This design comes from an exercise in tuning for small area and a short achievable clock period on the open sky130 flow, not from production work.
The RTL was checked by simulation tests, not by an equivalence proof against the original design.
Power figures rest on the tool's default switching activity, not on a simulated workload.

`design.v`:
```
package rv_front_pkg;
    typedef enum logic [6:0] {
        OPCODE_RTYPE  = 7'b0110011,  
        OPCODE_ITYPE  = 7'b0010011,  
        OPCODE_LOAD   = 7'b0000011,
        OPCODE_STORE  = 7'b0100011,
        OPCODE_BRANCH = 7'b1100011,  
        OPCODE_JAL    = 7'b1101111,
        OPCODE_JALR   = 7'b1100111,
        OPCODE_LUI    = 7'b0110111,  
        OPCODE_AUIPC  = 7'b0010111   
    } opcode_e;
    localparam logic [2:0] FUNCT3_SLL     = 3'b001;
    localparam logic [2:0] FUNCT3_SRL_SRA = 3'b101;  
    localparam int REG_COUNT  = 32;                   
    localparam int REG_ADDR_W = $clog2(REG_COUNT);    
endpackage
module rvf_aoi222 (
    input  logic a0, b0, a1, b1, a2, b2,
    output logic y
);
    assign y = ~((a0 & b0) | (a1 & b1) | (a2 & b2));
endmodule
module rvf_aoi22 (
    input  logic a0, b0, a1, b1,
    output logic y
);
    assign y = ~((a0 & b0) | (a1 & b1));
endmodule
module rvf_nand4 (
    input  logic a, b, c, d,
    output logic y
);
    assign y = ~(a & b & c & d);
endmodule
module rvf_nand3 (
    input  logic a, b, c,
    output logic y
);
    assign y = ~(a & b & c);
endmodule
module rvf_nor3 (
    input  logic a, b, c,
    output logic y
);
    assign y = ~(a | b | c);
endmodule
module rvf_nand2 (
    input  logic a, b,
    output logic y
);
    assign y = ~(a & b);
endmodule
module rvf_sel65 (
    input  logic [64:0] s,
    input  logic [64:0] d,
    output logic        y
);
    logic [21:0] l1;    
    logic [5:0]  l2;
    logic [1:0]  l3;
    for (genvar i = 0; i < 21; i++) begin : g_l1
        rvf_aoi222 u (.a0(s[3*i]), .b0(d[3*i]), .a1(s[3*i+1]), .b1(d[3*i+1]),
                      .a2(s[3*i+2]), .b2(d[3*i+2]), .y(l1[i]));
    end
    rvf_aoi22 u_l1_last (.a0(s[63]), .b0(d[63]), .a1(s[64]), .b1(d[64]), .y(l1[21]));
    for (genvar i = 0; i < 4; i++) begin : g_l2
        rvf_nand4 u (.a(l1[4*i]), .b(l1[4*i+1]), .c(l1[4*i+2]),
                     .d(l1[4*i+3]), .y(l2[i]));
    end
    rvf_nand3 u_l2_4 (.a(l1[16]), .b(l1[17]), .c(l1[18]), .y(l2[4]));
    rvf_nand3 u_l2_5 (.a(l1[19]), .b(l1[20]), .c(l1[21]), .y(l2[5]));
    rvf_nor3  u_l3a (.a(l2[0]), .b(l2[1]), .c(l2[2]), .y(l3[0]));
    rvf_nor3  u_l3b (.a(l2[3]), .b(l2[4]), .c(l2[5]), .y(l3[1]));
    rvf_nand2 u_l4  (.a(l3[0]), .b(l3[1]), .y(y));
endmodule
module rvf_sel31n (
    input  logic [30:0] s,
    input  logic [30:0] d,
    output logic        y_n
);
    logic [10:0] l1;
    logic [2:0]  l2;
    for (genvar i = 0; i < 10; i++) begin : g_l1
        rvf_aoi222 u (.a0(s[3*i]), .b0(d[3*i]), .a1(s[3*i+1]), .b1(d[3*i+1]),
                      .a2(s[3*i+2]), .b2(d[3*i+2]), .y(l1[i]));
    end
    rvf_nand2 u_l1_last (.a(s[30]), .b(d[30]), .y(l1[10]));
    rvf_nand4 u_l2_0 (.a(l1[0]), .b(l1[1]), .c(l1[2]), .d(l1[3]), .y(l2[0]));
    rvf_nand4 u_l2_1 (.a(l1[4]), .b(l1[5]), .c(l1[6]), .d(l1[7]), .y(l2[1]));
    rvf_nand3 u_l2_2 (.a(l1[8]), .b(l1[9]), .c(l1[10]), .y(l2[2]));
    rvf_nor3  u_l3   (.a(l2[0]), .b(l2[1]), .c(l2[2]), .y(y_n));
endmodule
module rvf_rsel (
    input  logic a, a_d,
    input  logic b, b_d,
    input  logic c, c_d,
    input  logic w,
    output logic y
);
    assign y = ((a & a_d) | (b & b_d) | (c & c_d)) & ~w;
endmodule
module rvf_rsel_r (
    input  logic r,
    input  logic a, a_d,
    input  logic b, b_d,
    input  logic c, c_d,
    input  logic w,
    output logic y
);
    assign y = (r | (a & a_d) | (b & b_d) | (c & c_d)) & ~w;
endmodule
module rvf_byp8 (
    input  logic [4:0] wb_rd,
    input  logic [4:0] rs,
    input  logic       wb_act,      
    input  logic [7:0] wb_data,
    input  logic [7:0] rd,
    output logic [7:0] y
);
    logic hit;
    assign hit = wb_act && (wb_rd == rs);
    assign y   = hit ? wb_data : rd;
endmodule
module rvf_mux2 (
    input  logic a, b, s,
    output logic y
);
    assign y = s ? b : a;
endmodule
module rvf_and3 (
    input  logic a, b, c,
    output logic y
);
    assign y = a & b & c;
endmodule
module rvf_mux2i (
    input  logic a, b, s,
    output logic y
);
    assign y = ~(s ? b : a);
endmodule
module rvf_xor2 (
    input  logic a, b,
    output logic y
);
    assign y = a ^ b;
endmodule
module rvf_byp8n (
    input  logic [4:0] wb_rd,
    input  logic [4:0] rs,
    input  logic       act_n,
    input  logic [7:0] wb_data_n,   
    input  logic [7:0] rd_n,
    output logic [7:0] y
);
    logic [4:0] dif;
    logic [1:0] same;
    logic       hit_n;
    for (genvar i = 0; i < 5; i++) begin : g_x
        rvf_xor2 u_x (.a(wb_rd[i]), .b(rs[i]), .y(dif[i]));
    end
    rvf_nor3  u_s0 (.a(dif[0]), .b(dif[1]), .c(dif[2]), .y(same[0]));
    rvf_nor3  u_s1 (.a(dif[3]), .b(dif[4]), .c(act_n), .y(same[1]));
    rvf_nand2 u_h  (.a(same[0]), .b(same[1]), .y(hit_n));
    for (genvar i = 0; i < 8; i++) begin : g_m
        rvf_mux2i u_m (.a(wb_data_n[i]), .b(rd_n[i]), .s(hit_n), .y(y[i]));
    end
endmodule
module rv_front_top #(
    parameter int                DWIDTH     = 32,
    parameter int                AWIDTH     = 32,
    parameter logic [AWIDTH-1:0] RESET_PC   = '0,
    parameter int                IMEM_DEPTH = 64
)(
    input  logic                                clk,
    input  logic                                rst_n_i,
    input  logic                                imem_we_i,
    input  logic [$clog2(IMEM_DEPTH)-1:0]       imem_waddr_i,
    input  logic [DWIDTH-1:0]                   imem_wdata_i,
    input  logic                                stall_i,
    input  logic                                redirect_i,
    input  logic [AWIDTH-1:0]                   redirect_target_i,
    input  logic                                wb_en_i,
    input  logic [rv_front_pkg::REG_ADDR_W-1:0] wb_rd_i,
    input  logic [DWIDTH-1:0]                   wb_data_i,
    output logic [AWIDTH-1:0]                   pc_o,
    output logic [DWIDTH-1:0]                   insn_o,
    output logic [6:0]                          opcode_o,
    output logic [rv_front_pkg::REG_ADDR_W-1:0] rd_o,
    output logic [rv_front_pkg::REG_ADDR_W-1:0] rs1_o,
    output logic [rv_front_pkg::REG_ADDR_W-1:0] rs2_o,
    output logic [6:0]                          funct7_o,
    output logic [2:0]                          funct3_o,
    output logic [4:0]                          shamt_o,
    output logic [DWIDTH-1:0]                   imm_o,
    output logic [DWIDTH-1:0]                   rs1_data_o,
    output logic [DWIDTH-1:0]                   rs2_data_o
);
    localparam int IDX_W = $clog2(IMEM_DEPTH);
    localparam int NREG  = rv_front_pkg::REG_COUNT;
    localparam int RA_W  = rv_front_pkg::REG_ADDR_W;
    logic [AWIDTH-1:0]                  pc_q;
    logic [IMEM_DEPTH-1:0][DWIDTH-1:0]  mem_q;      
    logic [DWIDTH-1:0]                  insn_q;     
    logic [RA_W-1:0]                    rs1_q;      
    logic [RA_W-1:0]                    rs2_q;      
    logic                               rs1_nz_q;   
    logic                               rs2_nz_q;   
    logic [NREG-1:1][DWIDTH-1:0]        regs_q;     
    logic [NREG-1:1]                    valid_q;    
    logic [AWIDTH-1:0] pc_next;
    always_comb begin
        if (!rst_n_i)        pc_next = RESET_PC;
        else if (redirect_i) pc_next = redirect_target_i;
        else if (stall_i)    pc_next = pc_q;
        else                 pc_next = pc_q + AWIDTH'(4);
    end
    always_ff @(posedge clk) begin
        pc_q <= pc_next;
    end
    localparam logic [IDX_W-1:0] RST_IDX = RESET_PC[IDX_W+1:2];
    logic [IDX_W-1:0]      cur_idx;
    logic [IMEM_DEPTH-1:0] dec_tgt, dec_cur, dec_inc;
    logic [IMEM_DEPTH-1:0] wsel;      
    logic [IMEM_DEPTH-1:0] rsel;      
    logic                  c_rst, c_tgt, c_cur, c_inc;
    logic                  fwd;       
    logic [DWIDTH-1:0]     insn_next;
    assign cur_idx = pc_q[IDX_W+1:2];
    assign c_rst = !rst_n_i;
    assign c_tgt = rst_n_i && redirect_i;
    assign c_cur = rst_n_i && !redirect_i && stall_i;
    assign c_inc = rst_n_i && !redirect_i && !stall_i;
    always_comb begin
        for (int i = 0; i < IMEM_DEPTH; i++) begin
            dec_tgt[i] = (redirect_target_i[IDX_W+1:2] == IDX_W'(i));
            dec_cur[i] = (cur_idx == IDX_W'(i));
            wsel[i]    = imem_we_i && (imem_waddr_i == IDX_W'(i));
        end
        dec_inc = {dec_cur[IMEM_DEPTH-2:0], dec_cur[IMEM_DEPTH-1]};
    end
    for (genvar i = 0; i < IMEM_DEPTH; i++) begin : g_rsel
        if (i == RST_IDX) begin : g_r
            rvf_rsel_r u_rsel (
                .r (c_rst),
                .a (c_tgt), .a_d (dec_tgt[i]),
                .b (c_cur), .b_d (dec_cur[i]),
                .c (c_inc), .c_d (dec_inc[i]),
                .w (wsel[i]),
                .y (rsel[i])
            );
        end else begin : g_n
            rvf_rsel u_rsel (
                .a (c_tgt), .a_d (dec_tgt[i]),
                .b (c_cur), .b_d (dec_cur[i]),
                .c (c_inc), .c_d (dec_inc[i]),
                .w (wsel[i]),
                .y (rsel[i])
            );
        end
    end
    assign fwd = imem_we_i &&
                 ((c_rst && (imem_waddr_i == RST_IDX)) ||
                  (c_tgt && (imem_waddr_i == redirect_target_i[IDX_W+1:2])) ||
                  (c_cur && (imem_waddr_i == cur_idx)) ||
                  (c_inc && (imem_waddr_i == cur_idx + IDX_W'(1))));
    for (genvar b = 0; b < DWIDTH; b++) begin : g_rd
        logic [IMEM_DEPTH-1:0] col;
        for (genvar i = 0; i < IMEM_DEPTH; i++) begin : g_col
            assign col[i] = mem_q[i][b];
        end
        rvf_sel65 u_sel (
            .s ({fwd, rsel}),
            .d ({imem_wdata_i[b], col}),
            .y (insn_next[b])
        );
    end
    always_ff @(posedge clk) begin
        for (int i = 0; i < IMEM_DEPTH; i++) begin
            if (wsel[i]) mem_q[i] <= imem_wdata_i;
        end
    end
    logic [6:0]      op_n;
    logic            no_rs1_n;    
    logic            no_rs2_n;    
    logic [RA_W-1:0] rs1_next;
    logic [RA_W-1:0] rs2_next;
    assign op_n = insn_next[6:0];
    always_comb begin
        no_rs1_n = (op_n == rv_front_pkg::OPCODE_LUI)   ||
                   (op_n == rv_front_pkg::OPCODE_AUIPC) ||
                   (op_n == rv_front_pkg::OPCODE_JAL);
        no_rs2_n = no_rs1_n ||
                   (op_n == rv_front_pkg::OPCODE_ITYPE) ||
                   (op_n == rv_front_pkg::OPCODE_LOAD)  ||
                   (op_n == rv_front_pkg::OPCODE_JALR);
        rs1_next = no_rs1_n ? '0 : insn_next[19:15];
        rs2_next = no_rs2_n ? '0 : insn_next[24:20];
    end
    always_ff @(posedge clk) begin
        insn_q   <= insn_next;
        rs1_q    <= rs1_next;
        rs2_q    <= rs2_next;
        rs1_nz_q <= (rs1_next != '0);
        rs2_nz_q <= (rs2_next != '0);
    end
    logic is_op_n, is_opimm_n, is_load_n, is_jalr_n, is_store_n;
    logic is_branch_n, is_lui_n, is_auipc_n, is_jal_n, is_other_n;
    logic shift_n;
    always_comb begin
        is_op_n     = (op_n == rv_front_pkg::OPCODE_RTYPE);
        is_opimm_n  = (op_n == rv_front_pkg::OPCODE_ITYPE);
        is_load_n   = (op_n == rv_front_pkg::OPCODE_LOAD);
        is_jalr_n   = (op_n == rv_front_pkg::OPCODE_JALR);
        is_store_n  = (op_n == rv_front_pkg::OPCODE_STORE);
        is_branch_n = (op_n == rv_front_pkg::OPCODE_BRANCH);
        is_lui_n    = (op_n == rv_front_pkg::OPCODE_LUI);
        is_auipc_n  = (op_n == rv_front_pkg::OPCODE_AUIPC);
        is_jal_n    = (op_n == rv_front_pkg::OPCODE_JAL);
        is_other_n  = !(is_op_n || is_opimm_n || is_load_n || is_jalr_n ||
                        is_store_n || is_branch_n || is_lui_n ||
                        is_auipc_n || is_jal_n);
        shift_n     = (insn_next[14:12] == rv_front_pkg::FUNCT3_SLL) ||
                      (insn_next[14:12] == rv_front_pkg::FUNCT3_SRL_SRA);
    end
    logic fmt_i_q, fmt_s_q, fmt_b_q, fmt_u_q, fmt_j_q;    
    logic rd_en_q, f3_en_q, f7_en_q, sh_en_q;            
    always_ff @(posedge clk) begin
        fmt_i_q <= is_opimm_n || is_load_n || is_jalr_n;
        fmt_s_q <= is_store_n;
        fmt_b_q <= is_branch_n;
        fmt_u_q <= is_lui_n || is_auipc_n;
        fmt_j_q <= is_jal_n;
        rd_en_q <= !(is_store_n || is_branch_n);
        f3_en_q <= !(is_lui_n || is_auipc_n || is_jal_n);
        f7_en_q <= is_op_n || (is_opimm_n && shift_n) || is_other_n;
        sh_en_q <= (is_opimm_n && shift_n) || is_other_n;
    end
    logic [DWIDTH-1:0] imm_i, imm_s, imm_b, imm_u, imm_j;
    assign pc_o     = pc_q;
    assign insn_o   = insn_q;
    assign opcode_o = insn_q[6:0];
    assign rs1_o    = rs1_q;
    assign rs2_o    = rs2_q;
    assign rd_o     = insn_q[11:7]  & {5{rd_en_q}};
    assign funct3_o = insn_q[14:12] & {3{f3_en_q}};
    assign funct7_o = insn_q[31:25] & {7{f7_en_q}};
    assign shamt_o  = insn_q[24:20] & {5{sh_en_q}};
    assign imm_i = {{20{insn_q[31]}}, insn_q[31:20]};
    assign imm_s = {{20{insn_q[31]}}, insn_q[31:25], insn_q[11:7]};
    assign imm_b = {{19{insn_q[31]}}, insn_q[31], insn_q[7],
                    insn_q[30:25], insn_q[11:8], 1'b0};
    assign imm_u = {insn_q[31:12], 12'b0};
    assign imm_j = {{11{insn_q[31]}}, insn_q[31], insn_q[19:12],
                    insn_q[20], insn_q[30:21], 1'b0};
    assign imm_o = (imm_i & {DWIDTH{fmt_i_q}}) |
                   (imm_s & {DWIDTH{fmt_s_q}}) |
                   (imm_b & {DWIDTH{fmt_b_q}}) |
                   (imm_u & {DWIDTH{fmt_u_q}}) |
                   (imm_j & {DWIDTH{fmt_j_q}});
    logic [NREG-1:1] wb_sel;
    always_comb begin
        for (int i = 1; i < NREG; i++) begin
            wb_sel[i] = wb_en_i && (wb_rd_i == RA_W'(i));
        end
    end
    always_ff @(posedge clk) begin
        for (int i = 1; i < NREG; i++) begin
            if (wb_sel[i]) regs_q[i] <= wb_data_i;
        end
    end
    always_ff @(posedge clk) begin
        if (!rst_n_i) valid_q <= '0;
        else          valid_q <= valid_q | wb_sel;
    end
    logic [NREG-1:1]   valid_next;
    logic [NREG-1:1]   sel1_next, sel2_next;
    logic [NREG-1:1]   sel1_q, sel2_q;
    assign valid_next = rst_n_i ? (valid_q | wb_sel) : '0;
    logic [3:0] lo1, lo2;    
    logic [7:0] hi1, hi2;    
    always_comb begin
        for (int j = 0; j < 4; j++) begin
            lo1[j] = (insn_next[16:15] == 2'(j));
            lo2[j] = (insn_next[21:20] == 2'(j));
        end
        for (int j = 0; j < 8; j++) begin
            hi1[j] = (insn_next[19:17] == 3'(j)) && !no_rs1_n;
            hi2[j] = (insn_next[24:22] == 3'(j)) && !no_rs2_n;
        end
    end
    for (genvar i = 1; i < NREG; i++) begin : g_sel
        rvf_and3 u_s1 (.a(lo1[i % 4]), .b(hi1[i / 4]), .c(valid_next[i]),
                       .y(sel1_next[i]));
        rvf_and3 u_s2 (.a(lo2[i % 4]), .b(hi2[i / 4]), .c(valid_next[i]),
                       .y(sel2_next[i]));
    end
    always_ff @(posedge clk) begin
        sel1_q <= sel1_next;
        sel2_q <= sel2_next;
    end
    logic [DWIDTH-1:0] rd1_n, rd2_n;    
    logic              act1_n, act2_n;    
    for (genvar b = 0; b < DWIDTH; b++) begin : g_rf
        logic [NREG-1:1] col;
        for (genvar i = 1; i < NREG; i++) begin : g_col
            assign col[i] = regs_q[i][b];
        end
        rvf_sel31n u_sel1 (.s(sel1_q), .d(col), .y_n(rd1_n[b]));
        rvf_sel31n u_sel2 (.s(sel2_q), .d(col), .y_n(rd2_n[b]));
    end
    logic [DWIDTH-1:0] wb_data_n;
    assign wb_data_n = ~wb_data_i;
    assign act1_n = !(wb_en_i && rs1_nz_q);
    assign act2_n = !(wb_en_i && rs2_nz_q);
    for (genvar k = 0; k < DWIDTH / 8; k++) begin : g_byp
        rvf_byp8n u_byp1 (
            .wb_rd (wb_rd_i), .rs (rs1_q), .act_n (act1_n),
            .wb_data_n (wb_data_n[8*k +: 8]), .rd_n (rd1_n[8*k +: 8]),
            .y (rs1_data_o[8*k +: 8])
        );
        rvf_byp8n u_byp2 (
            .wb_rd (wb_rd_i), .rs (rs2_q), .act_n (act2_n),
            .wb_data_n (wb_data_n[8*k +: 8]), .rd_n (rd2_n[8*k +: 8]),
            .y (rs2_data_o[8*k +: 8])
        );
    end
endmodule
```
`flow/run.sh`:
```
#!/bin/bash
# Layout flow: the standard flow (standard.sh), with the port buffers
# that global placement inserts made plain buf_4 cells instead of the
# default pick, so the sizing repair can resize them. Every port still
# gets its buffer.
set -euo pipefail
cat >> config.mk <<'EOC'
export BUFFER_PORTS_ARGS = -buffer_cell sky130_fd_sc_hd__buf_4
EOC
bash standard.sh > standard_flow.log 2>&1
```
`standard.sh`:
```
#!/bin/bash
# synth_recipe.tcl (not shown) runs the flow's synth.tcl, then flattens the netlist and writes it again
# the make line also repeats each setting of config.mk as NAME=value (left out here)
make -C /OpenROAD-flow-scripts/flow DESIGN_CONFIG=/design/flow/config.mk WORK_HOME=/design/flow/orfs CLKGATE_MAP_FILE= SYNTH_SCRIPT=/design/flow/synth_recipe.tcl "${@:-finish}"
```
`config.mk`:
```
export PLATFORM = sky130hd
export DESIGN_NAME = rv_front_top
export DESIGN_NICKNAME = rv_front_top
export VERILOG_FILES = /design/flow/design.v
export SDC_FILE = /design/flow/constraint.sdc
export NUM_CORES = 4
export LEC_CHECK = 0
export CAP_MARGIN = 20
export CORE_MARGIN = 2
export CORE_UTILIZATION = 58
export CTS_CLUSTER_DIAMETER = 75
export CTS_CLUSTER_SIZE = 22
export SETUP_SLACK_MARGIN = 3.8
export SLEW_MARGIN = 20
export SYNTH_HIERARCHICAL = 1
export SYNTH_MINIMUM_KEEP_SIZE = 0
export BUFFER_PORTS_ARGS = -buffer_cell sky130_fd_sc_hd__buf_4
```
`constraint.sdc`:
```
create_clock -name core_clock -period 8.5 [get_ports {clk}]
set_input_delay 1.7000 -clock core_clock [delete_from_list [all_inputs] [get_ports {clk}]]
set_output_delay 1.7000 -clock core_clock [all_outputs]
set_load 0.01 [all_outputs]
```
==> results of run 1 <==
==> tightest hold or removal path: stages, from the launching register on <==
cell,delay (ns)
dfxtp_1,0.31
nor2_1,0.09
nor2_1,0.07
==> synth_stat cells (32+ instances only) <==
master	number	area, sq um
a222oi_1	1375	13800
a22oi_2	32	400
and3_1	65	407
clkbuf_1	48	180
dfxtp_1	178	3560
edfxtp_1	3040	91300
inv_1	42	158
mux2i_1	70	701
nand2_1	182	683
nand3_1	160	801
nand4_1	271	1700
nor2_1	386	1450
nor2b_1	34	213
nor3_2	145	1450
xor2_1	64	561
==> metrics by stage <==
step           std cells  power (W)  utilization [%]  hold slack, ns
2_1_floorplan       6305     0.0184                -           0.467
3_3_place_gp        9498     0.0192             62.4           0.476
3_5_place_dp        9498     0.0192             62.4           0.497
4_1_cts             9936     0.0279             66.5           0.511
5_1_grt             9992     0.0285             67.0           0.544
6_report           10003     0.0279             67.0           0.512
==> state kept, by name (all words and copies together), names as in the netlist, 5 cells and up <==
signal   cells
mem_q     2048
regs_q     992
insn_q      32
pc_q        32
sel1_q      31
sel2_q      31
valid_q     31
rs1_q        5
rs2_q        5
==> cell type report <==
class	instances	share of cell area (%)
sequential	3218	69.3
multi-input combinational	2993	19.0
timing repair buffer	774	5.44
clock buffer	232	3.36
tap	2688	2.46
clock inverter	31	0.238
inverter	43	0.118
antenna	24	0.0439
==> kinds of logic (layout without fill, tap and decap cells) <==
group / count (synthesis) / count (layout) / share of synthesized area [%]
mux: 70 / 70 / 0.590
xor+xnor: 85 / 85 / 0.627
fa+ha+maj: 4 / 4 / 0.0421
simple gates: 1327 / 1343 / 6.12
buf+inv: 110 / 1080 / 0.379
other cells: 0 / 24 / 0
flops: 3218 / 3218 / 79.9
compound gates: 1491 / 1491 / 12.4
==> per-module statistics from Yosys (local to each module, per instance), excerpt <==
module	flip-flops and latches	area, sq um	copies in the design	cells
rvf_nor3	0	10.0	144	1
rvf_nand4	0	6.26	256	1
rvf_aoi22	0	12.5	32	1
rvf_xor2	0	8.76	40	1
rvf_nand2	0	3.75	104	1
rvf_aoi222	0	10.0	1312	1
rvf_mux2i	0	10.0	64	1
rv_front_top	3218	98900	1	4034
rvf_rsel	0	13.8	63	2
rvf_rsel_r	0	17.5	1	3
rvf_nand3	0	5.00	128	1
==> power by group through the flow <==
stage	clock network [W]	registers, W	logic, W
after global placement	0	0.0180	0.00122
after CTS	0.00888	0.0176	0.00141
after global routing	0.00940	0.0176	0.00151
after floorplan	0	0.0179	0.000431
final	0.00884	0.0176	0.00148
after detailed placement	0	0.0180	0.00124
==> metal layers <==
| layer | GRT usage, % | share of wire, % |
|---|---|---|
| met5 | 0 | 0 |
| met4 | 24.1 | 7.0 |
| met3 | 9.77 | 13 |
| met2 | 61.5 | 46 |
| met1 | 52.0 | 34 |
==> final timing paths <==
path / from / end / slack (ns) / cells after the start
setup / recovery: redirect_target_i[7] / sel2_q[19]$_DFF_P_ / 3.51 / 13
hold / removal: valid_q[13]$_DFF_P_ / valid_q[13]$_DFF_P_ / 0.51 / 2
setup reg to reg: pc_q[7]$_SDFFE_PN0N_ / sel1_q[27]$_DFF_P_ / 3.57 / 16
hold reg to reg: valid_q[13]$_DFF_P_ / valid_q[13]$_DFF_P_ / 0.51 / 2
==> repair_timing <==
action	in CTS	in global routing
buffers inserted	146	37
setup endpoints to repair	170	119
gates resized for setup	377	139
cloned	29	6
pin swaps	216	126
==> impl_metrics.tcl, run 1 <==
set metrics [dict create \
    p_switching_w 0.00609 \
    grt_max_degree 66 \
    hold_viol 0 \
    dpl_cell_area_sq_mm 0.127 \
    gr-usage-all-layers_pct 40.0 \
    vias 78806 \
    first_pass_iters 15 \
    numCtsBuffers 170 \
    cap_violations 0 \
    numPortBuffers 309 \
    tns_ns 0 \
    comb_power_share_pct 5.3 \
    cp-end-kind "register" \
    critPathBufInv 3 \
    synth.yosys.seq_area_share_pct 79.9 \
    required_ns 9.26 \
    hold_buffers 0 \
    slew_viol_final 0 \
    clock-sinks 3218 \
    antenna_found_initial 22 \
    gp_routability_congestion 0.972 \
    outcome "timing/DRC/antenna clean" \
    fin_crit_sh_pct 58.8 \
    place.detailed.hpwl_um 243000 \
    wire_per_inst_um 42.6 \
    die_h_um 456 \
    synth.ff_latch_count 3218 \
    root_buffer "clkbuf_16" \
    core_area_sq_mm 0.204 \
    drc 0 \
    final-setup-viol-count 0 \
    total_leakage_power_nw 43.5 \
    ios 310 \
    synth_area_sq_mm 0.119 \
    final_cell_mix "3040 x edfxtp_1, 1375 x a222oi_1, 591 x buf_4" \
    synthCells 6305 \
    switching_share_pct 21.8 \
    power_density_mw_per_mm2 204 \
    clockPowerShare_pct 31.6 \
    rsz0062_at_grt "yes" \
    grt_pass1_vias 74501 \
    arrival_ns 5.76 \
    p_seq_share_pct 63.1 \
    final_cell_area_sq_mm 0.137 \
    synth_flop_cell "edfxtp_1" \
    async_flop_share_pct 0 \
    place_ws_ns 1.53 \
    max_freq_mhz 200 \
    setup_slack_ns 3.51 \
    die_area_sq_mm 0.208 \
    cp_max_fo 32 \
    path_clk_slew_ns 0.09 \
    ctsHtreeMaxLevel 4 \
    cts_tree "done" \
    cpMaxStageDelayCell "nor3_4" \
    crit_family "simple AND/OR/NAND/NOR gates" \
    die_x_um 456 \
    synthToLayoutAreaGrowth_pct 15.3 \
    slew_headroom_pct 22.6 \
    final_common_cell "edfxtp_1" \
    hold_class "register to register" \
    min_period_ns 4.99 \
    skew_ns 0.0291 \
    crit_type "primary input to register" \
    clockBufferDepth 3 \
    start_util_pct 58.2 \
    drt_iter0_drc 18941 \
    synth_edf_count 3040 \
    startpoint_type "primary input" \
    layout.nets 7317 \
    clock_latency_ns 0.87 \
    fillers 13716 \
    yosysUniqueCellTypes 52 \
    rows 166 \
    yosysWarningCount 7 \
    multi_input_area_sq_mm 0.0260 \
    p_int_w 0.0218 \
    ant_nets 0 \
    critPathMaxStageDelay_ns 0.59 \
    drive_above_1_share_pct 20.8 \
    peakVddDrop_mv 0.240 \
    overflow 0 \
    grt_pass1_wl_um 580000 \
    routed_wl_um 426000 \
    worstMarginPinSlew_ns 1.15 \
    vias_per_cell 7.88 \
    avgSynthCellArea_sq_um 18.8 \
    final-seq-area_sq_mm 0.0949 \
    syn_nets 6422 \
    crit_path_cell_trace "buf_4 > nand2b_2 > buf_4 > nor2_1 > a222oi_1 > nor2_4 > buf_6 > a222oi_1 > nand4_1 > nor3_4 > nand2_4 > and2_2 > and3_1" \
]
==> run 2: changes to the inputs <==
--- a/design.v
+++ b/design.v
@@ -76,2 +76,8 @@
 endmodule
+module rvf_o31ai (
+    input  logic a, b, c, en,
+    output logic y
+);
+    assign y = ~((a | b | c) & en);
+endmodule
 module rvf_sel31n (
@@ -79,2 +85,3 @@
     input  logic [30:0] d,
+    input  logic        en,
     output logic        y_n
@@ -91,3 +98,3 @@
     rvf_nand3 u_l2_2 (.a(l1[8]), .b(l1[9]), .c(l1[10]), .y(l2[2]));
-    rvf_nor3  u_l3   (.a(l2[0]), .b(l2[1]), .c(l2[2]), .y(y_n));
+    rvf_o31ai u_l3   (.a(l2[0]), .b(l2[1]), .c(l2[2]), .en(en), .y(y_n));
 endmodule
@@ -382,2 +389,3 @@
     logic [7:0] hi1, hi2;    
+    logic       use1_q, use2_q;
     always_comb begin
@@ -388,4 +396,4 @@
         for (int j = 0; j < 8; j++) begin
-            hi1[j] = (insn_next[19:17] == 3'(j)) && !no_rs1_n;
-            hi2[j] = (insn_next[24:22] == 3'(j)) && !no_rs2_n;
+            hi1[j] = (insn_next[19:17] == 3'(j));
+            hi2[j] = (insn_next[24:22] == 3'(j));
         end
@@ -401,2 +409,4 @@
         sel2_q <= sel2_next;
+        use1_q <= !no_rs1_n;
+        use2_q <= !no_rs2_n;
     end
@@ -409,4 +419,4 @@
         end
-        rvf_sel31n u_sel1 (.s(sel1_q), .d(col), .y_n(rd1_n[b]));
-        rvf_sel31n u_sel2 (.s(sel2_q), .d(col), .y_n(rd2_n[b]));
+        rvf_sel31n u_sel1 (.s(sel1_q), .d(col), .en(use1_q), .y_n(rd1_n[b]));
+        rvf_sel31n u_sel2 (.s(sel2_q), .d(col), .en(use2_q), .y_n(rd2_n[b]));
     end
--- a/config.mk
+++ b/config.mk
@@ -9,3 +9,3 @@
 export CORE_MARGIN = 2
-export CORE_UTILIZATION = 58
+export CORE_UTILIZATION = 50
 export CTS_CLUSTER_DIAMETER = 75
==> impl_metrics.tcl, run 2 <==
set metrics [dict create \
    grt_pass1_vias 74632 \
    power_density_mw_per_mm2 204 \
    p_seq_share_pct 62.0 \
    grt_max_degree 66 \
    clockPowerShare_pct 32.7 \
    cap_violations 0 \
    largest_register_ff_count 2048 \
    hold_end "valid_q[28]$_DFF_P_" \
    startpoint_type "primary input" \
    slew_viol_final 0 \
    total_leakage_power_nw 44.3 \
    p_switching_w 0.00639 \
    dp.cells 9956 \
    numPortBuffers 309 \
    routed_wl_um 446000 \
    arrival_ns 5.69 \
    rsz0062_at_grt "yes" \
    required_ns 9.23 \
    largest-register "mem_q" \
    rrSetupSlack_ns 3.61 \
    cp-end-kind "register" \
    numCtsBuffers 175 \
    cts_tree "done" \
    r2r_end "sh_en_q$_DFF_P_" \
    syn_nets 6419 \
    synth.largest_area_cell "edfxtp_1" \
    vias 79109 \
    skew_ns 0.0319 \
    ios 310 \
    drc 0 \
    synth_flop_cell "edfxtp_1" \
    wire_per_inst_um 42.2 \
    hold_class "register to register" \
    gp_routability_congestion 0.967 \
    synthTopCellsByArea "edfxtp_1 77%, a222oi_1 12%, dfxtp_1 3.0%" \
    peakVddDrop_mv 0.213 \
    place_ws_ns 1.48 \
    switching_share_pct 22.4 \
    grt_pass1_wl_um 593000 \
    final-setup-viol-count 0 \
    clock_latency_ns 0.89 \
    synthCells 6302 \
    die_h_um 492 \
    final_cells 10567 \
    synth.yosys.seq_area_share_pct 79.8 \
    drive_above_1_share_pct 22.1 \
    place.detailed.hpwl_um 250000 \
    first_pass_iters 12 \
    synth_edf_count 3040 \
    synth.ff_latch_count 3219 \
    overflow 0 \
    rr_startpoint "pc_q[4]$_SDFFE_PN0N_" \
    min_period_ns 4.96 \
    max_freq_mhz 202 \
    worstMarginPinSlew_ns 1.18 \
    final_cell_mix "3040 x edfxtp_1, 1375 x a222oi_1, 568 x buf_4" \
    gr-usage-all-layers_pct 35.1 \
    rows 179 \
    p_int_w 0.0221 \
    crit_type "primary input to register" \
    yosysWarningCount 7 \
    clock-sinks 3219 \
    holdPathStages 2 \
    async_flop_share_pct 0 \
    r2r_cells 13 \
    ctsHtreeMaxLevel 4 \
    outcome "timing/DRC/antenna clean" \
    hold_buffers 0 \
    yosysUniqueCellTypes 58 \
    ant_nets 0 \
    root_buffer "clkbuf_16" \
    hold_viol 0 \
    slew_headroom_pct 21.0 \
    start_util_pct 50.1 \
    fin_util_pct 59.0 \
    clockBufferDepth 3 \
    yosysMostFrequentCell "edfxtp_1" \
    tns_ns 0 \
    final_common_cell "edfxtp_1" \
    vias_per_cell 7.49 \
    avgSynthCellArea_sq_um 18.9 \
    fin_crit_sh_pct 58.3 \
    netlist.area_leader.share_pct 76.7 \
    path_clk_slew_ns 0.09 \
    hold_start "valid_q[28]$_DFF_P_" \
    reg.largest.list "mem_q (2048), regs_q (992)" \
    holdWs_ns 0.509 \
    comb_power_share_pct 5.3 \
    die_area_sq_mm 0.242 \
    die_x_um 492 \
    drt_iter0_drc 19118 \
    setup_slack_ns 3.54 \
    synth_area_sq_mm 0.119 \
    yosys-top-cells-count "3040 x edfxtp_1, 1375 x a222oi_1, 381 x nor2_1" \
    synthToLayoutAreaGrowth_pct 17.6 \
    antenna_found_initial 32 \
    layout.nets 7377 \
    cp_max_fo 7 \
    core_area_sq_mm 0.237 \
]
[run 2: changes by cell type after synthesis, sizes merged, moves of 5 or more]
| cell | delta |
|---|---|
| and3 | +5 |
| buf | -5 |
| nand3 | +5 |
| nor3 | -70 |
| o21ba | -5 |
| o31ai | +64 |
| xnor2 | -5 |
[run 2: what timing repair did]
action / in CTS / in global routing
gates cloned: 33 / 27
endpoints found under the setup margin: 175 / 139
pin swaps: 217 / 240
buffers inserted: 136 / 97
gates resized for setup: 431 / 269
[run 2: final cells by class]
cell class / instances / area (sq um)
Multi-Input combinational cell: 3004 / 26700
Sequential cell: 3219 / 95000
Clock inverter: 50 / 689
Clock buffer: 239 / 4700
Inverter: 42 / 174
Fill cell: 17495 / 97300
Timing Repair Buffer: 818 / 8570
Tap cell: 3167 / 3960
Antenna cell: 28 / 70.1
[run 2: per-layer routing]
| layer | wire length (um) | vias up | track usage, % |
|---|---|---|---|
| met4 | 32800 | 6 | 20.5 |
| met3 | 59400 | 1347 | 8.82 |
| li1 | - | 30903 | - |
| met5 | 34 | - | 0 |
| met1 | 149000 | 40226 | 44.8 |
| met2 | 205000 | 6627 | 54.9 |
[run 2: worst max-delay path by stage]
stage                               endpoint        from  slack, ns
after detailed placement     sh_en_q$_DFF_P_  redirect_i       1.48
final                     insn_q[10]$_DFF_P_  redirect_i       3.54
after global routing       sel2_q[9]$_DFF_P_  redirect_i       3.65
after floorplan              f7_en_q$_DFF_P_     stall_i       3.07
after global placement       sh_en_q$_DFF_P_  redirect_i       1.45
after CTS                     rs2_data_o[26]  wb_rd_i[2]       3.72
[run 2: critical path: stages]
cell,delay (ns)
buf_16,0.12
clkinvlp_4,0.12
buf_6,0.11
buf_6,0.12
buf_6,0.11
nor2_4,0.07
a222oi_1,0.63
nor2_4,0.16
buf_12,0.18
buf_4,0.13
buf_4,0.13
a222oi_1,0.63
nand4_1,0.64
nor3_2,0.62
nand2_1,0.18
[run 2: per-stage QoR]
step / total power [W] / instance area [sq um]
floorplan: 0.0184 / 120000
detailed placement: 0.0193 / 128000
CTS: 0.0284 / 137000
global route: 0.0291 / 140000
finish: 0.0285 / 140000
global placement: 0.0193 / 128000
[run 2: Yosys stat by module, one instance, submodules excluded, a selection]
module	area, sq um	cells	copies in the design
rvf_aoi22	12.5	1	32
rvf_rsel_r	17.5	3	1
rvf_nand2	3.75	1	104
rvf_nor3	10.0	1	80
rvf_rsel	13.8	2	63
rv_front_top	98900	4031	1
rvf_mux2i	10.0	1	64
rvf_o31ai	12.5	1	64
rvf_nand3	5.00	1	128
rvf_xor2	8.76	1	40
rvf_aoi222	10.0	1	1312
rvf_nand4	6.26	1	256
rvf_and3	6.26	1	62
[run 2: power by group through the flow]
stage / Clock [W] / Combinational [W] / Sequential (W)
6_report: 0.00930 / 0.00151 / 0.0177
3_3_place_gp: 0 / 0.00124 / 0.0180
3_5_place_dp: 0 / 0.00126 / 0.0180
5_1_grt: 0.00987 / 0.00154 / 0.0177
2_1_floorplan: 0 / 0.000455 / 0.0180
4_1_cts: 0.00935 / 0.00140 / 0.0177
[run 2: kinds of logic (layout without fill, tap and decap cells)]
family                   Yosys count  in the layout  share of synthesized area (%)
buffers and inverters            107           1149                          0.392
flip-flops                      3219           3219                           79.8
other                              0             28                              0
multiplexers                      68             68                          0.572
XOR/XNOR                          83             83                          0.611
AND/OR/NAND/NOR                 1263           1291                           5.60
adder cells (fa/ha/maj)            4              4                         0.0421
AO/OA/AOI/OAI                   1558           1558                           13.0
==> run 3: changes to the inputs <==
--- a/design.v
+++ b/design.v
@@ -212,6 +212,6 @@
     logic [DWIDTH-1:0]                  insn_q;     
-    logic [RA_W-1:0]                    rs1_q;      
-    logic [RA_W-1:0]                    rs2_q;      
-    logic                               rs1_nz_q;   
-    logic                               rs2_nz_q;   
+    logic                               use1_q;     
+    logic                               use2_q;     
+    logic                               f1nz_q;     
+    logic                               f2nz_q;     
     logic [NREG-1:1][DWIDTH-1:0]        regs_q;     
@@ -290,7 +290,5 @@
     end
-    logic [6:0]      op_n;
-    logic            no_rs1_n;    
-    logic            no_rs2_n;    
-    logic [RA_W-1:0] rs1_next;
-    logic [RA_W-1:0] rs2_next;
+    logic [6:0] op_n;
+    logic       no_rs1_n;    
+    logic       no_rs2_n;    
     assign op_n = insn_next[6:0];
@@ -304,43 +302,38 @@
                    (op_n == rv_front_pkg::OPCODE_JALR);
-        rs1_next = no_rs1_n ? '0 : insn_next[19:15];
-        rs2_next = no_rs2_n ? '0 : insn_next[24:20];
     end
     always_ff @(posedge clk) begin
-        insn_q   <= insn_next;
-        rs1_q    <= rs1_next;
-        rs2_q    <= rs2_next;
-        rs1_nz_q <= (rs1_next != '0);
-        rs2_nz_q <= (rs2_next != '0);
-    end
-    logic is_op_n, is_opimm_n, is_load_n, is_jalr_n, is_store_n;
-    logic is_branch_n, is_lui_n, is_auipc_n, is_jal_n, is_other_n;
-    logic shift_n;
-    always_comb begin
-        is_op_n     = (op_n == rv_front_pkg::OPCODE_RTYPE);
-        is_opimm_n  = (op_n == rv_front_pkg::OPCODE_ITYPE);
-        is_load_n   = (op_n == rv_front_pkg::OPCODE_LOAD);
-        is_jalr_n   = (op_n == rv_front_pkg::OPCODE_JALR);
-        is_store_n  = (op_n == rv_front_pkg::OPCODE_STORE);
-        is_branch_n = (op_n == rv_front_pkg::OPCODE_BRANCH);
-        is_lui_n    = (op_n == rv_front_pkg::OPCODE_LUI);
-        is_auipc_n  = (op_n == rv_front_pkg::OPCODE_AUIPC);
-        is_jal_n    = (op_n == rv_front_pkg::OPCODE_JAL);
-        is_other_n  = !(is_op_n || is_opimm_n || is_load_n || is_jalr_n ||
-                        is_store_n || is_branch_n || is_lui_n ||
-                        is_auipc_n || is_jal_n);
-        shift_n     = (insn_next[14:12] == rv_front_pkg::FUNCT3_SLL) ||
-                      (insn_next[14:12] == rv_front_pkg::FUNCT3_SRL_SRA);
-    end
-    logic fmt_i_q, fmt_s_q, fmt_b_q, fmt_u_q, fmt_j_q;    
-    logic rd_en_q, f3_en_q, f7_en_q, sh_en_q;            
-    always_ff @(posedge clk) begin
-        fmt_i_q <= is_opimm_n || is_load_n || is_jalr_n;
-        fmt_s_q <= is_store_n;
-        fmt_b_q <= is_branch_n;
-        fmt_u_q <= is_lui_n || is_auipc_n;
-        fmt_j_q <= is_jal_n;
-        rd_en_q <= !(is_store_n || is_branch_n);
-        f3_en_q <= !(is_lui_n || is_auipc_n || is_jal_n);
-        f7_en_q <= is_op_n || (is_opimm_n && shift_n) || is_other_n;
-        sh_en_q <= (is_opimm_n && shift_n) || is_other_n;
+        insn_q <= insn_next;
+        f1nz_q <= (insn_next[19:15] != '0);
+        f2nz_q <= (insn_next[24:20] != '0);
+    end
+    logic [6:0] op;
+    logic is_op, is_opimm, is_load, is_jalr, is_store;
+    logic is_branch, is_lui, is_auipc, is_jal, is_other;
+    logic shift;
+    logic fmt_i, fmt_s, fmt_b, fmt_u, fmt_j;    
+    logic rd_en, f3_en, f7_en, sh_en;           
+    assign op = insn_q[6:0];
+    always_comb begin
+        is_op     = (op == rv_front_pkg::OPCODE_RTYPE);
+        is_opimm  = (op == rv_front_pkg::OPCODE_ITYPE);
+        is_load   = (op == rv_front_pkg::OPCODE_LOAD);
+        is_jalr   = (op == rv_front_pkg::OPCODE_JALR);
+        is_store  = (op == rv_front_pkg::OPCODE_STORE);
+        is_branch = (op == rv_front_pkg::OPCODE_BRANCH);
+        is_lui    = (op == rv_front_pkg::OPCODE_LUI);
+        is_auipc  = (op == rv_front_pkg::OPCODE_AUIPC);
+        is_jal    = (op == rv_front_pkg::OPCODE_JAL);
+        is_other  = !(is_op || is_opimm || is_load || is_jalr || is_store ||
+                      is_branch || is_lui || is_auipc || is_jal);
+        shift     = (insn_q[14:12] == rv_front_pkg::FUNCT3_SLL) ||
+                    (insn_q[14:12] == rv_front_pkg::FUNCT3_SRL_SRA);
+        fmt_i     = is_opimm || is_load || is_jalr;
+        fmt_s     = is_store;
+        fmt_b     = is_branch;
+        fmt_u     = is_lui || is_auipc;
+        fmt_j     = is_jal;
+        rd_en     = !(is_store || is_branch);
+        f3_en     = !(is_lui || is_auipc || is_jal);
+        f7_en     = is_op || (is_opimm && shift) || is_other;
+        sh_en     = (is_opimm && shift) || is_other;
     end
@@ -349,9 +342,9 @@
     assign insn_o   = insn_q;
-    assign opcode_o = insn_q[6:0];
-    assign rs1_o    = rs1_q;
-    assign rs2_o    = rs2_q;
-    assign rd_o     = insn_q[11:7]  & {5{rd_en_q}};
-    assign funct3_o = insn_q[14:12] & {3{f3_en_q}};
-    assign funct7_o = insn_q[31:25] & {7{f7_en_q}};
-    assign shamt_o  = insn_q[24:20] & {5{sh_en_q}};
+    assign opcode_o = op;
+    assign rs1_o    = insn_q[19:15] & {5{use1_q}};
+    assign rs2_o    = insn_q[24:20] & {5{use2_q}};
+    assign rd_o     = insn_q[11:7]  & {5{rd_en}};
+    assign funct3_o = insn_q[14:12] & {3{f3_en}};
+    assign funct7_o = insn_q[31:25] & {7{f7_en}};
+    assign shamt_o  = insn_q[24:20] & {5{sh_en}};
     assign imm_i = {{20{insn_q[31]}}, insn_q[31:20]};
@@ -363,7 +356,7 @@
                     insn_q[20], insn_q[30:21], 1'b0};
-    assign imm_o = (imm_i & {DWIDTH{fmt_i_q}}) |
-                   (imm_s & {DWIDTH{fmt_s_q}}) |
-                   (imm_b & {DWIDTH{fmt_b_q}}) |
-                   (imm_u & {DWIDTH{fmt_u_q}}) |
-                   (imm_j & {DWIDTH{fmt_j_q}});
+    assign imm_o = (imm_i & {DWIDTH{fmt_i}}) |
+                   (imm_s & {DWIDTH{fmt_s}}) |
+                   (imm_b & {DWIDTH{fmt_b}}) |
+                   (imm_u & {DWIDTH{fmt_u}}) |
+                   (imm_j & {DWIDTH{fmt_j}});
     logic [NREG-1:1] wb_sel;
@@ -389,3 +382,2 @@
     logic [7:0] hi1, hi2;    
-    logic       use1_q, use2_q;
     always_comb begin
@@ -424,7 +416,7 @@
     assign wb_data_n = ~wb_data_i;
-    assign act1_n = !(wb_en_i && rs1_nz_q);
-    assign act2_n = !(wb_en_i && rs2_nz_q);
+    assign act1_n = !(wb_en_i && use1_q && f1nz_q);
+    assign act2_n = !(wb_en_i && use2_q && f2nz_q);
     for (genvar k = 0; k < DWIDTH / 8; k++) begin : g_byp
         rvf_byp8n u_byp1 (
-            .wb_rd (wb_rd_i), .rs (rs1_q), .act_n (act1_n),
+            .wb_rd (wb_rd_i), .rs (insn_q[19:15]), .act_n (act1_n),
             .wb_data_n (wb_data_n[8*k +: 8]), .rd_n (rd1_n[8*k +: 8]),
@@ -433,3 +425,3 @@
         rvf_byp8n u_byp2 (
-            .wb_rd (wb_rd_i), .rs (rs2_q), .act_n (act2_n),
+            .wb_rd (wb_rd_i), .rs (insn_q[24:20]), .act_n (act2_n),
             .wb_data_n (wb_data_n[8*k +: 8]), .rd_n (rd2_n[8*k +: 8]),
--- a/config.mk
+++ b/config.mk
@@ -9,3 +9,3 @@
 export CORE_MARGIN = 2
-export CORE_UTILIZATION = 50
+export CORE_UTILIZATION = 58
 export CTS_CLUSTER_DIAMETER = 75
==> impl_metrics.tcl, run 3 <==
set metrics [dict create \
    outcome "timing/DRC/antenna clean" \
    final-setup-viol-count 0 \
    rsz0062_at_grt "yes" \
    yosysMostFrequentCell "edfxtp_1" \
    syn_nets 6392 \
    clockBufferDepth 3 \
    synth_top_family_by_area "compound AO/OA/AOI/OAI gates" \
    place.detailed.hpwl_um 241000 \
    synth_xor_area_share_pct 0.606 \
    synth.largest_area_cell "edfxtp_1" \
    dr_wl_met3_um 59800 \
    synthToLayoutAreaGrowth_pct 14.0 \
    fin_crit_sh_pct 56.3 \
    hold_buffers 0 \
    die_h_um 456 \
    largest_register_ff_count 2048 \
    final_cells 9853 \
    synthAdderAreaFrac_pct 0.0422 \
    ios 310 \
    gr-usage-all-layers_pct 40.0 \
    arrival_ns 5.48 \
    drt_iter0_drc 18416 \
    final_common_cell "edfxtp_1" \
    first_pass_iters 15 \
    slew_viol_final 0 \
    die_area_sq_mm 0.208 \
    ctsHtreeMaxLevel 4 \
    grt_pass1_wl_um 580000 \
    cp_max_fo 34 \
    crit_type "primary input to register" \
    power_density_mw_per_mm2 206 \
    vias_per_cell 7.96 \
    m1WireLength_um 140000 \
    route.met2.wl_um 193000 \
    overflow 0 \
    max_freq_mhz 209 \
    yosysUniqueCellTypes 59 \
    synth.ff_latch_count 3201 \
    drc 0 \
    path_clk_slew_ns 0.09 \
    antenna_found_initial 31 \
    peakVddDrop_mv 0.238 \
    largest-register "mem_q" \
    netlist.area_leader.share_pct 77.0 \
    required_ns 9.20 \
    grt_max_degree 66 \
    routed_wl_um 427000 \
    start_util_pct 58.5 \
    numPortBuffers 309 \
    die_x_um 456 \
    reg.largest.list "mem_q (2048), regs_q (992)" \
    synth_edf_count 3040 \
    gp_routability_congestion 0.999 \
    hold_viol 0 \
    finalPower_w 0.0279 \
    cap_violations 0 \
    slew_headroom_pct 23.6 \
    highest_layer "met5" \
    tns_ns 0 \
    grt_pass1_vias 73560 \
    dp.cells 9436 \
    synth-simple-area-share_pct 5.55 \
    synthCells 6275 \
    clock-sinks 3201 \
    synth_compound_area_share_pct 13.1 \
    final_cell_mix "3040 x edfxtp_1, 1375 x a222oi_1, 497 x buf_4" \
    skew_ns 0.0354 \
    startpoint_type "primary input" \
    clock_latency_ns 0.87 \
    root_buffer "clkbuf_16" \
    ant_nets 0 \
    numCtsBuffers 170 \
    synth_flop_cell "edfxtp_1" \
    yosys-top-cells-count "3040 x edfxtp_1, 1375 x a222oi_1, 392 x nor2_1" \
    vias 78386 \
    hold_class "register to register" \
    total_leakage_power_nw 42.4 \
    synth.yosys.seq_area_share_pct 79.7 \
    layout.nets 7179 \
    cp-end-kind "register" \
    min_period_ns 4.78 \
    cts_tree "done" \
    synth_area_sq_mm 0.119 \
    avgSynthCellArea_sq_um 18.9 \
    fillers 13638 \
    drive_above_1_share_pct 19.2 \
    async_flop_share_pct 0 \
    yosysWarningCount 7 \
    wire_per_inst_um 43.4 \
    synthTopCellsByArea "edfxtp_1 77%, a222oi_1 12%, dfxtp_1 2.7%" \
    core_area_sq_mm 0.203 \
    rows 165 \
    synthMuxAreaShare_pct 0.574 \
    worstMarginPinSlew_ns 1.14 \
]
run 3: final cells by class:
cell class                      count  area, sq um  area share, %
Timing Repair Buffer              652         5890           4.35
Clock buffer                      230         4560           3.38
Sequential cell                  3201        94500           69.9
Tap cell                         2672         3340           2.47
Multi-Input combinational cell   2993        26100           19.3
Clock inverter                     41          497          0.367
Inverter                           44          180          0.133
Antenna cell                       20         50.0         0.0370
run 3: worst max-delay path, stage by stage:
cell      delay (ns)
buf_4           0.21
nand3_4         0.45
nor2_4          0.38
buf_6           0.42
nor2_2          0.31
a222oi_1        0.47
nand3_1         0.42
nor3_2          0.87
nand2_1         0.14
run 3: logic make-up after synthesis:
family | after synthesis
DFF | 3201
AOI/OAI and AO/OA | 1566
and+or+nand+nor | 1247
buffers and inverters | 107
xor gates and xnor gates | 82
muxes | 68
adders and majority gates | 4
run 3: report_power, final:
| part | switching, W | total, W | internal (W) | leakage (nW) |
|---|---|---|---|---|
| Sequential | 0.000161 | 0.0176 | 0.0174 | 28.7 |
| Clock | 0.00495 | 0.00891 | 0.00395 | 2.44 |
| Combinational | 0.00100 | 0.00140 | 0.000403 | 11.3 |
run 3: per-module statistics from Yosys (local to each module, per instance), excerpt:
module	cells	times used	cell area, sq um
rv_front_top	4004	1	98500
rvf_aoi22	1	32	12.5
rvf_nor3	1	80	10.0
rvf_aoi222	1	1312	10.0
rvf_mux2i	1	64	10.0
rvf_nand4	1	256	6.26
rvf_and3	1	62	6.26
rvf_nand3	1	128	5.00
rvf_nand2	1	104	3.75
run 3: per-stage QoR:
step | worst slack (ns) | area (sq um) | hold WS, ns | util, %
6_report | 3.72 | 135000 | 0.514 | 66.7
5_1_grt | 3.71 | 135000 | 0.519 | 66.7
3_3_place_gp | 2.12 | 127000 | 0.488 | 62.6
4_1_cts | 3.76 | 134000 | 0.509 | 66.0
2_1_floorplan | 3.49 | 119000 | 0.467 | -
3_5_place_dp | 2.00 | 127000 | 0.494 | 62.7
run 3: final timing paths:
check | slack, ns | from | depth (start not counted) | end
setup / recovery | 3.72 | imem_waddr_i[4] | 9 | insn_q[13]$_DFF_P_
hold / removal | 0.51 | valid_q[9]$_DFF_P_ | 2 | valid_q[9]$_DFF_P_
setup reg to reg | 3.79 | pc_q[2]$_SDFFE_PN0N_ | 14 | sel1_q[15]$_DFF_P_
hold reg to reg | 0.51 | valid_q[9]$_DFF_P_ | 2 | valid_q[9]$_DFF_P_
run 3: routing by layer:
metal / vias up / GRT usage (%)
li1: 30465 / -
met1: 39650 / 51.5
met2: 6875 / 60.7
met3: 1390 / 10.5
met4: 6 / 26.0
met5: - / 0
run 3: what timing repair did:
action | 4_1_cts | 5_1_grt
setup buffers | 49 | 44
endpoints found under the hold margin | 0 | 0
pin swaps | 102 | 82
endpoints found under the setup margin | 197 | 144
cloned | 25 | 8
gates resized for setup | 230 | 193
==> run 4: changes to the inputs <==
--- a/config.mk
+++ b/config.mk
@@ -12,3 +12,3 @@
 export CTS_CLUSTER_SIZE = 22
-export SETUP_SLACK_MARGIN = 3.8
+export SETUP_SLACK_MARGIN = 4.0
 export SLEW_MARGIN = 20
==> impl_metrics.tcl, run 4 <==
set metrics [dict create \
    outcome "timing/DRC/antenna clean" \
    ant_nets 0 \
    r2r_end "use2_q$_DFF_P_" \
    fillers 13360 \
    rsz0062_at_grt "yes" \
    root_buffer "clkbuf_16" \
    antenna_found_initial 28 \
    drc 0 \
    final_cell_area_sq_mm 0.138 \
    yosys-top-cells-count "3040 x edfxtp_1, 1375 x a222oi_1, 392 x nor2_1" \
    cts_tree "done" \
    vias_per_cell 7.96 \
    grt_pass1_vias 73503 \
    overflow 0 \
    async_flop_share_pct 0 \
    netlist.area_leader.share_pct 77.0 \
    synthTopCellsByArea "edfxtp_1 77%, a222oi_1 12%, dfxtp_1 2.7%" \
    syn_nets 6392 \
    use_met2_pct 61.7 \
    hold_viol 0 \
    synth_area_sq_mm 0.119 \
    clock_latency_ns 0.89 \
    peakVddDrop_mv 0.249 \
    drive_above_1_share_pct 21.3 \
    power_density_mw_per_mm2 203 \
    globalRouteMet3Util_pct 11.3 \
    ios 310 \
    place_ws_ns 2.18 \
    fin_crit_sh_pct 57.1 \
    rrSetupSlack_ns 3.89 \
    yosysWarningCount 7 \
    avgSynthCellArea_sq_um 18.9 \
    cap_violations 0 \
    slew_viol_final 0 \
    max_freq_mhz 206 \
    final-seq-area_sq_mm 0.0946 \
    hold_buffers 0 \
    final_cell_mix "3040 x edfxtp_1, 1375 x a222oi_1, 524 x buf_4" \
    wire_per_inst_um 44.2 \
    numCtsBuffers 169 \
    clockBufferDepth 3 \
    die_x_um 456 \
    synth_flop_cell "edfxtp_1" \
    largest-register "mem_q" \
    yosysMostFrequentCell "edfxtp_1" \
    min_period_ns 4.85 \
    worstMarginPinSlew_ns 1.17 \
    holdWs_ns 0.514 \
    gr-usage-all-layers_pct 40.9 \
    layout.nets 7311 \
    arrival_ns 3.15 \
    cp_max_fo 8 \
    multi_input_area_sq_mm 0.0267 \
    synth.largest_area_cell "edfxtp_1" \
    startpoint_type "primary input" \
    synthCells 6275 \
    gp_routability_congestion 0.945 \
    die_area_sq_mm 0.208 \
    setup_slack_ns 3.65 \
    final-setup-viol-count 0 \
    slew_headroom_pct 21.9 \
    reg.largest.list "mem_q (2048), regs_q (992)" \
    grt_pass1_wl_um 588000 \
    synth.ff_latch_count 3201 \
    crit_type "primary input to output port" \
    use_met1_pct 51.4 \
    drt_iter0_drc 19692 \
    numPortBuffers 309 \
    yosysUniqueCellTypes 59 \
    vias 79642 \
    rr_startpoint "pc_q[2]$_SDFFE_PN0N_" \
    tns_ns 0 \
    routed_wl_um 442000 \
    largest_register_ff_count 2048 \
    fin_util_pct 68.0 \
    final_common_cell "edfxtp_1" \
    required_ns 6.80 \
    synth.yosys.seq_area_share_pct 79.7 \
    crit_start "wb_rd_i[4]" \
    hold_class "register to register" \
    cp-end-kind "output port" \
    grt_busiest_layer "met2" \
    total_leakage_power_nw 43.7 \
    grt_max_degree 66 \
    first_pass_iters 14 \
    synth_edf_count 3040 \
    clock-sinks 3201 \
    place.detailed.hpwl_um 245000 \
    r2r_cells 15 \
    rows 165 \
    start_util_pct 58.5 \
    dpl_cell_area_sq_mm 0.127 \
    skew_ns 0.0490 \
    die_h_um 456 \
    path_clk_slew_ns 0.08 \
    synthToLayoutAreaGrowth_pct 16.3 \
    ctsHtreeMaxLevel 4 \
    core_area_sq_mm 0.203 \
    crit_end "rs2_data_o[19]" \
]
-- run 4: what timing repair did --
item,4_1_cts,5_1_grt
pin swaps,158,148
endpoints found under the setup margin,205,170
resized for setup,443,217
gates cloned,31,23
setup buffers,85,110
-- run 4: kinds of logic after synthesis --
| family | Yosys count | synth area share (%) |
|---|---|---|
| compound gates | 1566 | 13.1 |
| xor+xnor | 82 | 0.606 |
| simple gates | 1247 | 5.55 |
| flops | 3201 | 79.7 |
| buf+inv | 107 | 0.392 |
| mux | 68 | 0.574 |
| fa+ha+maj | 4 | 0.0422 |
-- run 4: worst max-delay path, cell delays in order --
cell	delay (ns)
buf_16	0.13
xor2_4	0.15
nor3_4	0.33
nand2_8	0.23
mux2i_4	0.42
buf_6	0.17
-- run 4: through the flow --
step,power (W),std cells
final,0.0280,10005
after floorplan,0.0183,6275
after detailed placement,0.0192,9446
after CTS,0.0279,9853
after global routing,0.0286,9995
after global placement,0.0191,9445
-- run 4: cell type report --
type                            instances  area share [%]
Antenna cell                           19          0.0345
Clock buffer                          260            3.44
Clock inverter                         31           0.220
Inverter                               44           0.133
Multi-Input combinational cell       2998            19.4
Sequential cell                      3201            68.6
Tap cell                             2672            2.43
Timing Repair Buffer                  780            5.77
-- run 4: power breakdown --
| part | switching (W) | leakage, nW | internal, W |
|---|---|---|---|
| Sequential | 0.000173 | 28.7 | 0.0174 |
| Clock | 0.00494 | 2.43 | 0.00395 |
| Combinational | 0.00105 | 12.6 | 0.000471 |
-- run 4: Yosys stat by module (local to each module, per instance), a selection --
module        area, sq um  cells
rvf_rsel_r           17.5      3
rvf_and3             6.26      1
rvf_o31ai            12.5      1
rv_front_top        98500   4004
rvf_nand4            6.26      1
rvf_xor2             8.76      1
rvf_aoi22            12.5      1
rvf_nand2            3.75      1
rvf_nor3             10.0      1
rvf_rsel             13.8      2
rvf_aoi222           10.0      1
rvf_nand3            5.00      1
-- run 4: how the worst min path moves through the flow --
stage	end	slack (ns)	start	cells after the start
after detailed placement	pc_q[1]$_SDFFE_PN0P_	0.50	pc_q[1]$_SDFFE_PN0P_	2
after global routing	pc_q[1]$_SDFFE_PN0P_	0.53	pc_q[1]$_SDFFE_PN0P_	2
final	pc_q[1]$_SDFFE_PN0P_	0.51	pc_q[1]$_SDFFE_PN0P_	2
after floorplan	valid_q[10]$_DFF_P_	0.47	valid_q[10]$_DFF_P_	2
after global placement	pc_q[1]$_SDFFE_PN0P_	0.49	pc_q[1]$_SDFFE_PN0P_	2
after CTS	valid_q[14]$_DFF_P_	0.51	valid_q[14]$_DFF_P_	2
-- run 4: layer usage --
layer / part of all wire (%) / vias up
met1: 32 / 40309
met4: 8.8 / 6
met3: 14 / 1449
met2: 45 / 7097
met5: 0.014 / -
li1: - / 30781
==> run 5: changes to the inputs <==
--- a/config.mk
+++ b/config.mk
@@ -9,6 +9,6 @@
 export CORE_MARGIN = 2
-export CORE_UTILIZATION = 58
+export CORE_UTILIZATION = 62
 export CTS_CLUSTER_DIAMETER = 75
 export CTS_CLUSTER_SIZE = 22
-export SETUP_SLACK_MARGIN = 4.0
+export SETUP_SLACK_MARGIN = 3.8
 export SLEW_MARGIN = 20
==> impl_metrics.tcl, run 5 <==
set metrics [dict create \
    outcome "timing/DRC/antenna clean" \
    total_leakage_power_nw 42.4 \
    hold_class "register to register" \
    hold_viol 0 \
    yosysMostFrequentCell "edfxtp_1" \
    power_density_mw_per_mm2 205 \
    reg.largest.list "mem_q (2048), regs_q (992)" \
    cpMaxStageDelayCell "a222oi_1" \
    final-setup-viol-count 0 \
    hold_end "pc_q[1]$_SDFFE_PN0P_" \
    cp_max_fo 25 \
    rrSetupSlack_ns 3.79 \
    final_common_cell "edfxtp_1" \
    clockPowerShare_pct 31.6 \
    numCtsBuffers 166 \
    synth.yosys.seq_area_share_pct 79.7 \
    p_int_w 0.0217 \
    r2r_cells 12 \
    cp-end-kind "register" \
    slew_viol_final 0 \
    layout.nets 7177 \
    netlist.area_leader.share_pct 77.0 \
    rr_startpoint "pc_q[7]$_SDFFE_PN0N_" \
    drt_iter0_drc 19392 \
    async_flop_share_pct 0 \
    synth_area_sq_mm 0.119 \
    ctsHtreeMaxLevel 4 \
    largest_register_ff_count 2048 \
    vias_per_cell 8.11 \
    synthToLayoutAreaGrowth_pct 13.8 \
    hold_buffers 0 \
    synth.ff_latch_count 3201 \
    yosysUniqueCellTypes 59 \
    cap_violations 0 \
    critPathMaxStageDelay_ns 0.61 \
    ios 310 \
    die_h_um 441 \
    dpl_cell_area_sq_mm 0.127 \
    crit_family "simple AND/OR/NAND/NOR gates" \
    critPathBufInv 3 \
    largest-register "mem_q" \
    final_cell_mix "3040 x edfxtp_1, 1375 x a222oi_1, 486 x buf_4" \
    yosysWarningCount 7 \
    required_ns 9.25 \
    switching_share_pct 21.7 \
    numPortBuffers 309 \
    path_clk_slew_ns 0.09 \
    synth.largest_area_cell "edfxtp_1" \
    drive_above_1_share_pct 19.1 \
    clockBufferDepth 3 \
    clock-sinks 3201 \
    holdPathStages 2 \
    core_area_sq_mm 0.190 \
    comb_power_share_pct 4.9 \
    grt_pass1_wl_um 571000 \
    hold_start "pc_q[1]$_SDFFE_PN0P_" \
    synth_edf_count 3040 \
    vias 78749 \
    synth_flop_cell "edfxtp_1" \
    rsz0062_at_grt "yes" \
    max_freq_mhz 208 \
    drc 0 \
    crit_type "primary input to register" \
    overflow 0 \
    clock_latency_ns 0.87 \
    grt_max_degree 66 \
    root_buffer "clkbuf_16" \
    die_area_sq_mm 0.195 \
    worstMarginPinSlew_ns 1.20 \
    ant_nets 0 \
    synthCells 6275 \
    final_cell_area_sq_mm 0.135 \
    syn_nets 6392 \
    avgSynthCellArea_sq_um 18.9 \
    routed_wl_um 422000 \
    fillers 12034 \
    die_x_um 441 \
    skew_ns 0.0265 \
    antenna_found_initial 30 \
    yosys-top-cells-count "3040 x edfxtp_1, 1375 x a222oi_1, 392 x nor2_1" \
    p_switching_w 0.00599 \
    rows 160 \
    wire_per_inst_um 43.5 \
    peakVddDrop_mv 0.233 \
    start_util_pct 62.4 \
    arrival_ns 5.56 \
    synthTopCellsByArea "edfxtp_1 77%, a222oi_1 12%, dfxtp_1 2.7%" \
    fin_crit_sh_pct 56.7 \
    gr-usage-all-layers_pct 42.5 \
    cts_tree "done" \
    tns_ns 0 \
    first_pass_iters 13 \
    grt_pass1_vias 73039 \
    slew_headroom_pct 20.0 \
    place.detailed.hpwl_um 233000 \
    crit_start "redirect_i" \
    min_period_ns 4.82 \
    crit_path_cell_trace "buf_4 > inv_2 > and3_4 > buf_4 > a222oi_1 > nor2_4 > a222oi_1 > nand4_1 > nor3_4 > nand2_1 > nor2_1 > a22o_1 > nand4_1" \
    r2r_end "use1_q$_DFF_P_" \
    p_seq_share_pct 63.5 \
    startpoint_type "primary input" \
    gp_routability_congestion 0.939 \
]
-- run 5: changes by cell type in the layout (fill, tap and decap cells not counted), sizes merged, moves of 3 or more --
cell    previous run  this run
buf              759       629
clkbuf           278       273
bufbuf             3         0
inv               56        52
nor2             420       433
clkinv            14        11
-- run 5: per-layer routing --
layer  GRT usage, %  up-vias  part of all wire, %
met5          0.855        -                0.044
met4           28.4       14                  8.3
met3           12.0     1477                   14
met2           64.1     7366                   45
met1           54.3    39410                   32
li1               -    30482                    -
-- run 5: worst max path at each step --
stage / endpoint / slack, ns / depth (start not counted)
after global routing: sel2_q[8]$_DFF_P_ / 3.76 / 13
after detailed placement: use2_q$_DFF_P_ / 2.09 / 13
after floorplan: sel1_q[20]$_DFF_P_ / 3.49 / 10
final: use1_q$_DFF_P_ / 3.68 / 13
after global placement: sel2_q[24]$_DFF_P_ / 2.07 / 10
after CTS: use2_q$_DFF_P_ / 3.68 / 13
-- run 5: area by class of cell --
cell class                 instances  area [sq um]  area share (%)
antenna                           21          52.6          0.0390
clock buffer                     264          4640            3.44
clock inverter                    24           280           0.208
inverter                          44           166           0.123
multi-input combinational       3009         26200            19.4
sequential                      3201         94500            70.1
tap                             2511          3140            2.33
timing repair buffer             638          5820            4.31
-- run 5: stage by stage --
stage	util [%]	std cells	power, W	hold slack, ns	setup WS (ns)
after floorplan	-	6275	0.0183	0.467	3.49
after global placement	66.6	9240	0.0191	0.481	2.07
after detailed placement	66.7	9244	0.0191	0.491	2.09
after CTS	70.2	9618	0.0276	0.511	3.68
after global routing	71.0	9705	0.0282	0.530	3.76
final	71.0	9712	0.0277	0.508	3.68
-- run 5: power groups by stage --
stage	Sequential, W	Combinational (W)	Clock (W)
CTS	0.0176	0.00128	0.00874
global placement	0.0179	0.00118	0
floorplan	0.0179	0.000437	0
detailed placement	0.0179	0.00121	0
finish	0.0176	0.00136	0.00875
global route	0.0176	0.00140	0.00927
-- run 5: per-module statistics from Yosys, one instance, submodules excluded, a selection --
module / flops+latches / cell area (sq um)
rvf_mux2i: 0 / 10.0
rvf_nand4: 0 / 6.26
rvf_o31ai: 0 / 12.5
rvf_nor3: 0 / 10.0
rv_front_top: 3201 / 98500
rvf_aoi22: 0 / 12.5
rvf_rsel_r: 0 / 17.5
rvf_and3: 0 / 6.26
rvf_nand3: 0 / 5.00
rvf_xor2: 0 / 8.76
rvf_aoi222: 0 / 10.0
rvf_rsel: 0 / 13.8
rvf_nand2: 0 / 3.75
-- run 5: cells by family (layout without fill, tap and decap cells) --
| family | after synthesis | after routing | share of synthesized area (%) |
|---|---|---|---|
| xor+xnor | 82 | 82 | 0.606 |
| mux | 68 | 68 | 0.574 |
| buf+inv | 107 | 970 | 0.392 |
| fa+ha+maj | 4 | 4 | 0.0422 |
| other cells | 0 | 21 | 0 |
| flops | 3201 | 3201 | 79.7 |
| compound gates | 1566 | 1567 | 13.1 |
| simple gates | 1247 | 1288 | 5.55 |
-- run 5: repair_timing --
action	in CTS	in global routing
gates cloned	23	25
pin swaps	88	119
gates resized for setup	244	169
setup endpoints to repair	189	141
buffers inserted	63	48
-- run 5: worst register-to-register path: cells and delay by family, from the launching register on --
family | cells | cell delay, ns
buffers and inverters | 1 | 0.24
and+or+nand+nor | 8 | 2.48
DFF | 1 | 0.79
AOI/OAI and AO/OA | 3 | 1.10

[what the ideal ports hide]
How much do the figures lean on ideal ports? The routed layouts below were timed once more, with nothing changed but the port constraints.
Step 1, drivers: a clkbuf_16 drives clk and a buf_2 each remaining input, both assumed.
Step 2 moves the port delays by t, midway between the first and last clock arrival at a register: inputs arrive t later, outputs are due t later. That takes back most of the time a late clock gives input paths.
a / b / c = no drivers / after step 1 / after step 2; a / b = the first two.
run | t (ns) | slack for setup (ns) | latest minus earliest clock arrival (ns)
run 1 | 0.956 | 3.506 / 3.527 / 2.571 | 0.030 / 0.030
run 2 | 0.977 | 3.543 / 3.443 / 2.466 | 0.046 / 0.046
run 3 | 0.955 | 3.718 / 3.628 / 2.704 | 0.044 / 0.044
run 4 | 0.972 | 3.647 / 3.522 / 2.866 | 0.063 / 0.063
run 5 | 0.952 | 3.683 / 3.604 / 2.769 | 0.035 / 0.035
After both steps setup and hold are still met in every run listed. For run 2, which loses most, drivers alone change the setup slack by -0.100 ns; drivers and shift together by -1.077 ns.
